This design comes from an exercise in tuning for a short achievable clock period and few clock cycles on the open sky130 flow, not from production work. At most, simulation tests tie the RTL to the original design; equivalence was not proved.

==> 10-11: inputs <==
## rv_core
module rv_core (
    input  logic        clk,
    input  logic        rst,
    output logic [31:0] imem_addr,
    input  logic [31:0] imem_data,
    output logic        retire_valid,
    output logic [31:0] retire_pc,
    output logic        retire_wen,
    output logic [4:0]  retire_rd,
    output logic [31:0] retire_value
);
export LEC_CHECK = 0
export ABC_CLOCK_PERIOD_IN_PS = 2000
export CAP_MARGIN = 20
export CORE_MARGIN = 2
export CORE_UTILIZATION = 35
export PLACE_DENSITY = 0.5
export SETUP_SLACK_MARGIN = 3.5
export SLEW_MARGIN = 20
create_clock -name core_clock -period 6.3 [get_ports {clk}]
run.sh (not shown) runs the stock make flow with config.mk's settings and CLKGATE_MAP_FILE= SYNTH_SCRIPT=/design/flow/synth_recipe.tcl, a recipe that flattens the netlist after the stock synthesis.
==> 01-07 (differences from 10-11) <==
--- a/flow/design.v
+++ b/flow/design.v
@@ -109,13 +109,12 @@
 endmodule
 module ks_add (
     input  logic [31:0] a,
     input  logic [31:0] b,
     input  logic        cin,
     output logic [31:0] sum,
-    output logic [31:0] sum_n,
     output logic        cout
 );
     logic [31:0] p0;
     logic [31:0] g [6];
     logic [31:0] p [6];
     logic [32:0] c;
@@ -133,14 +132,13 @@
                     p[l+1][i] = p[l][i];
                 end
             end
         end
         c[0] = cin;
         for (int i = 0; i < 32; i++) c[i+1] = g[5][i] | (p[5][i] & cin);
-        sum   = p0 ^ c[31:0];
-        sum_n = ~(p0 ^ c[31:0]);
+        sum  = p0 ^ c[31:0];
         cout = c[32];
     end
 endmodule
 module rv_core (
     input  logic        clk,
     input  logic        rst,
@@ -251,16 +249,16 @@
     assign f_imm_b = {{20{imem_data[31]}}, imem_data[7], imem_data[30:25], imem_data[11:8],
                       1'b0};
     assign f_imm_j = {{12{imem_data[31]}}, imem_data[19:12], imem_data[20], imem_data[30:21],
                       1'b0};
     logic [31:0] f_tgt_b, f_tgt_j, f_auipc;
     logic        f_co_b, f_co_j, f_co_u;
-    ks_add u_add_b (.a(pc), .b(f_imm_b), .cin(1'b0), .sum(f_tgt_b), .sum_n(), .cout(f_co_b));
-    ks_add u_add_j (.a(pc), .b(f_imm_j), .cin(1'b0), .sum(f_tgt_j), .sum_n(), .cout(f_co_j));
+    ks_add u_add_b (.a(pc), .b(f_imm_b), .cin(1'b0), .sum(f_tgt_b), .cout(f_co_b));
+    ks_add u_add_j (.a(pc), .b(f_imm_j), .cin(1'b0), .sum(f_tgt_j), .cout(f_co_j));
     ks_add u_add_u (.a(pc), .b({imem_data[31:12], 12'b0}), .cin(1'b0), .sum(f_auipc),
-                    .sum_n(), .cout(f_co_u));
+                    .cout(f_co_u));
     logic        d_valid;
     logic [31:0] d_instr;
     logic [31:0] d_pc;
     logic [31:0] d_pc4;
     logic [31:0] d_tgt_b;
     logic [31:0] d_tgt_j;
@@ -278,29 +276,19 @@
         end
     end
     logic f_is_jal, f_is_jalr, f_is_br, f_link_rd, f_link_rs1;
     logic d_q_jal, d_q_br, d_q_back, d_q_ret, d_q_call, d_q_fzb;
     logic d_is_addi;
     logic [11:0] d_negimm;   
-    logic [31:0] f_rs1_data, f_rs2_data;
-    logic [31:0] d_rs1_data, d_rs2_data;
-    logic        d_wt1, d_wt2, d_fwd1, d_fwd2;
     assign f_is_jal   = imem_data[6:0] == OPC_JAL;
     assign f_is_jalr  = imem_data[6:0] == OPC_JALR;
     assign f_is_br    = imem_data[6:0] == OPC_BRANCH;
     assign f_link_rd  = imem_data[11:7] == 5'd1 || imem_data[11:7] == 5'd5;
     assign f_link_rs1 = imem_data[19:15] == 5'd1 || imem_data[19:15] == 5'd5;
     always_ff @(posedge clk) begin
         d_negimm <= 12'(-$signed(imem_data[31:20]));
-        d_rs1_data <= f_rs1_data;
-        d_rs2_data <= f_rs2_data;
-        d_wt1    <= e_wen && e_rd == imem_data[19:15];
-        d_wt2    <= e_wen && e_rd == imem_data[24:20];
-        d_fwd1   <= d_valid && d_wen && d_rd == imem_data[19:15];
-        d_fwd2   <= d_valid && d_wen && d_rd == imem_data[24:20] &&
-                    imem_data[6:0] != OPC_OP_IMM && imem_data[6:0] != OPC_JALR;
         d_q_jal  <= f_is_jal;
         d_q_br   <= f_is_br;
         d_q_back <= f_is_br && imem_data[31];
         d_q_ret  <= f_is_jalr && f_link_rs1 && !f_link_rd;
         d_q_call <= (f_is_jal || f_is_jalr) && f_link_rd;
         d_q_fzb  <= f_is_br && imem_data[14:13] == 2'b00 && imem_data[24:20] == 5'd0 &&
@@ -415,44 +403,41 @@
                                   (d_z1_tk == z[0] ? !(d_pt && d_tgt_ok) : d_pt));
         end
     end
     assign d_push   = d_valid && d_call_push && (d_pt || d_q_jal);
     assign d_pop    = d_valid && d_ret_pop && (d_pt || rsv_s[0]);
     assign d_redir  = d_fzb ? d_pc4 : d_q_jal ? d_tgt_j : d_q_br ? d_tgt_b : ras_s[0];
-    logic fwd_a, fwd_b, fwd_a_sum, fwd_b_sum, fwd_a_cmp, fwd_b_cmp;
+    logic fwd_a, fwd_b, fwd_a_late, fwd_b_late;
     logic d_sub;
     logic [31:0] other;
     assign d_sub     = (d_is_op && d_f3 == 3'b000 && d_instr[30]) || d_is_br ||
                        (d_alu && d_f3[2:1] == 2'b01);
-    assign fwd_a     = d_fwd1;
-    assign fwd_b     = d_fwd2;
-    assign fwd_a_sum = fwd_a && e_sel_add;
-    assign fwd_b_sum = fwd_b && e_sel_add;
-    assign fwd_a_cmp = fwd_a && (e_sel_slt || e_sel_sltu);
-    assign fwd_b_cmp = fwd_b && (e_sel_slt || e_sel_sltu);
-    assign rs1_data = d_wt1 ? w_value : d_rs1_data;
-    assign rs2_data = d_wt2 ? w_value : d_rs2_data;
+    assign fwd_a     = e_wen && e_rd == d_rs1;
+    assign fwd_b     = e_wen && e_rd == d_rs2 && !d_use_imm;
+    assign fwd_a_late = fwd_a && e_sel_late;
+    assign fwd_b_late = fwd_b && e_sel_late;
     regfile u_regfile (
         .clk      (clk),
         .rst      (rst),
-        .rs1_addr (imem_data[19:15]),
-        .rs2_addr (imem_data[24:20]),
-        .rs1_data (f_rs1_data),
-        .rs2_data (f_rs2_data),
+        .rs1_addr (d_rs1),
+        .rs2_addr (d_rs2),
+        .rs1_data (rs1_data),
+        .rs2_data (rs2_data),
         .wen      (w_wen),
         .rd       (w_rd),
         .wdata    (w_value)
     );
     logic [31:0] e_pc;
     logic [31:0] e_pc4;
     logic [31:0] e_a;
     logic [31:0] e_b;
     logic [31:0] e_bs;       
     logic        e_sub;
     logic        e_sra;
     logic        e_sel_add, e_sel_sll, e_sel_slt, e_sel_sltu, e_sel_xor, e_sel_sr, e_sel_or;
+    logic        e_sel_late;   
     logic        e_sel_and, e_sel_const;
     logic [31:0] e_const;
     logic [31:0] e_tgt;
     logic        e_is_br;
     logic        e_is_jal;
     logic        e_is_jalr;
@@ -468,29 +453,27 @@
         end else begin
             e_valid <= d_valid && !mis_w;
             e_wen   <= d_valid && !mis_w && d_wen;
         end
     end
     always_ff @(posedge clk) begin
-        e_a         <= fwd_a_sum ? sum : fwd_a_cmp ? {31'b0, cmp_bit} :
-                       fwd_a ? other : rs1_data;
-        e_b         <= fwd_b_sum ? sum : fwd_b_cmp ? {31'b0, cmp_bit} :
-                       fwd_b ? other : d_use_imm ? imm_i : rs2_data;
-        e_bs        <= (fwd_b_sum && d_sub)  ? sum_n :
-                       (fwd_b_sum && !d_sub) ? sum :
-                       {32{d_sub}} ^ (fwd_b_cmp ? {31'b0, cmp_bit} :
-                                      fwd_b ? other : d_use_imm ? imm_i : rs2_data);
+        e_a         <= fwd_a_late ? late : fwd_a ? other : rs1_data;
+        e_b         <= fwd_b_late ? late : fwd_b ? other : d_use_imm ? imm_i : rs2_data;
+        e_bs        <= {32{d_sub}} ^
+                       (fwd_b_late ? late : fwd_b ? other : d_use_imm ? imm_i : rs2_data);
         e_pc        <= d_pc;
         e_pc4       <= d_pc4;
         e_rd        <= d_rd;
         e_sub       <= d_sub;
         e_sra       <= d_instr[30];
         e_sel_add   <= (d_alu && d_f3 == 3'b000) || !(d_alu || d_is_lui || d_is_auipc ||
                                                      d_is_jal || d_is_jalr);
         e_sel_sll   <= d_alu && d_f3 == 3'b001;
         e_sel_slt   <= d_alu && d_f3 == 3'b010;
+        e_sel_late  <= (d_alu && (d_f3 == 3'b000 || d_f3[2:1] == 2'b01)) ||
+                       !(d_alu || d_is_lui || d_is_auipc || d_is_jal || d_is_jalr);
         e_sel_sltu  <= d_alu && d_f3 == 3'b011;
         e_sel_xor   <= d_alu && d_f3 == 3'b100;
         e_sel_sr    <= d_alu && d_f3 == 3'b101;
         e_sel_or    <= d_alu && d_f3 == 3'b110;
         e_sel_and   <= d_alu && d_f3 == 3'b111;
         e_sel_const <= d_is_lui || d_is_auipc || d_is_jal || d_is_jalr;
@@ -506,13 +489,12 @@
         e_call      <= d_call_push;
         e_ret       <= d_ret_pop;
     end
     logic [31:0] a;
     logic [31:0] b;
     logic [31:0] sum;
-    logic [31:0] sum_n;
     logic        cout;
     logic        eq, lt, ltu;
     logic        cond;
     logic [31:0] sll_r;
     logic [31:0] sr_r;
     logic        tgt_ok;
@@ -522,13 +504,12 @@
     assign b   = e_b;
     ks_add u_add (
         .a    (a),
         .b    (e_bs),
         .cin  (e_sub),
         .sum  (sum),
-        .sum_n(sum_n),
         .cout (cout)
     );
     logic cmp_late;    
     logic sgn_diff;
     assign sgn_diff = a[31] ^ b[31];
     assign eq       = a == b;
@@ -549,21 +530,21 @@
                 3'b111:  cond_l[l] = l[0];
                 default: cond_l[l] = 1'b0;
             endcase
         end
     end
     assign cond = cmp_late ? cond_l[1] : cond_l[0];
-    logic cmp_bit;   
-    assign cmp_bit = e_sel_slt ? lt : ltu;
+    logic [31:0] late;
+    assign late   = e_sel_add ? sum : {31'b0, e_sel_slt ? lt : ltu};
     assign other  = ({32{e_sel_sll}}   & sll_r) |
                     ({32{e_sel_xor}}   & (a ^ b)) |
                     ({32{e_sel_sr}}    & sr_r) |
                     ({32{e_sel_or}}    & (a | b)) |
                     ({32{e_sel_and}}   & (a & b)) |
                     ({32{e_sel_const}} & e_const);
-    assign result = e_sel_add ? sum : (e_sel_slt || e_sel_sltu) ? {31'b0, cmp_bit} : other;
+    assign result = e_sel_late ? late : other;
     assign tgt_ok  = e_ptgt[31:1] == e_tgt[31:1];
     logic [1:0] take_l, mis_l;
     always_comb begin
         for (int l = 0; l < 2; l++) begin
             take_l[l] = (e_is_br && cond_l[l]) || e_is_jal;
             mis_l[l]  = e_is_br  ? (cond_l[l] ? !(e_pt && tgt_ok) : e_pt) :
@@ -645,37 +626,17 @@
     assign w_mis_br = w_late ? w_mis_l[1] : w_mis_l[0];
     assign w_take   = w_late ? w_take_l[1] : w_take_l[0];
     assign w_taken  = w_take || w_is_jalr;
     assign mis_w   = w_valid && (w_mis_br ||
                                  (w_is_jalr && !(w_pt && w_ptgt[31:1] == w_jtgt[31:1])));
     assign w_redir = w_is_jalr ? w_jtgt : w_take ? w_tgt : w_pc4;
-    logic        r_valid;
-    logic        r_wen;
-    logic [31:0] r_pc;
-    logic [4:0]  r_rd;
-    logic [31:0] r_value;
-    always_ff @(posedge clk) begin
-        r_valid <= !rst && e_valid && !mis_w;
-        r_wen   <= !rst && e_wen && !mis_w;
-    end
-    always_ff @(posedge clk or posedge rst) begin
-        if (rst) begin
-            r_pc    <= '0;
-            r_rd    <= '0;
-            r_value <= '0;
-        end else begin
-            r_pc    <= e_pc;
-            r_rd    <= e_rd;
-            r_value <= result;
-        end
-    end
-    assign retire_valid = r_valid;
-    assign retire_pc    = r_pc;
-    assign retire_wen   = r_wen;
-    assign retire_rd    = r_rd;
-    assign retire_value = r_value;
+    assign retire_valid = w_valid;
+    assign retire_pc    = w_pc;
+    assign retire_wen   = w_wen;
+    assign retire_rd    = w_rd;
+    assign retire_value = w_value;
     logic [NB-1:0] u_hit;
     logic          u_any;
     always_comb begin
         for (int i = 0; i < NB; i++) u_hit[i] = btb_v[i] && btb_tag[i] == w_pc[TW+1:2];
     end
     assign u_any = |u_hit;
--- a/flow/config.mk
+++ b/flow/config.mk
@@ -6,9 +6,10 @@
 export NUM_CORES = 4
 export LEC_CHECK = 0
 export ABC_CLOCK_PERIOD_IN_PS = 2000
 export CAP_MARGIN = 20
 export CORE_MARGIN = 2
 export CORE_UTILIZATION = 35
+export MIN_ROUTING_LAYER = met2
 export PLACE_DENSITY = 0.5
 export SETUP_SLACK_MARGIN = 3.5
 export SLEW_MARGIN = 20
==> results.txt <==
- 10-11 produced a clean layout. 01-07 failed in 5_1_grt.
- Between 01-07 and 10-11, the lower synthesized cell count is in 01-07 (gap about 0.8%, measured against 10-11).
- Area after synthesis: 01-07 is lower than 10-11 (about 1.8%).
Testbench counts of 10-11, summed over its fixed seeds: cycles 29,444.
Only the layout flow was run in 01-07; the RTL was not checked for function there.

[port drivers added, routing unchanged]
No port has a modelled driver above. Below, the same layout with a new extraction and two added sets of constraints. Step 1 sets driving cells, clkbuf_16 on the clock port and buf_2 on the other inputs (assumed; they add their load-dependent delay and slew). Step 2 times the ports against the registers' clock, not the clock port: input delays grow and output delays shrink by t, the midpoint of the rising clock arrivals with the driver on. Three values: no drivers, after step 1, after step 2; two values: the first two.
run: 10-11
t, ns: 1.049
setup WS [ns]: 3.085 / 3.085 / 2.443
hold WS [ns]: 0.302 / 0.302 / 0.302
worst setup path after step 2: input to register
After both steps setup and hold are still met in 10-11. For 10-11, drivers alone change the setup slack by 0.000 ns; drivers and shift together by -0.642 ns.
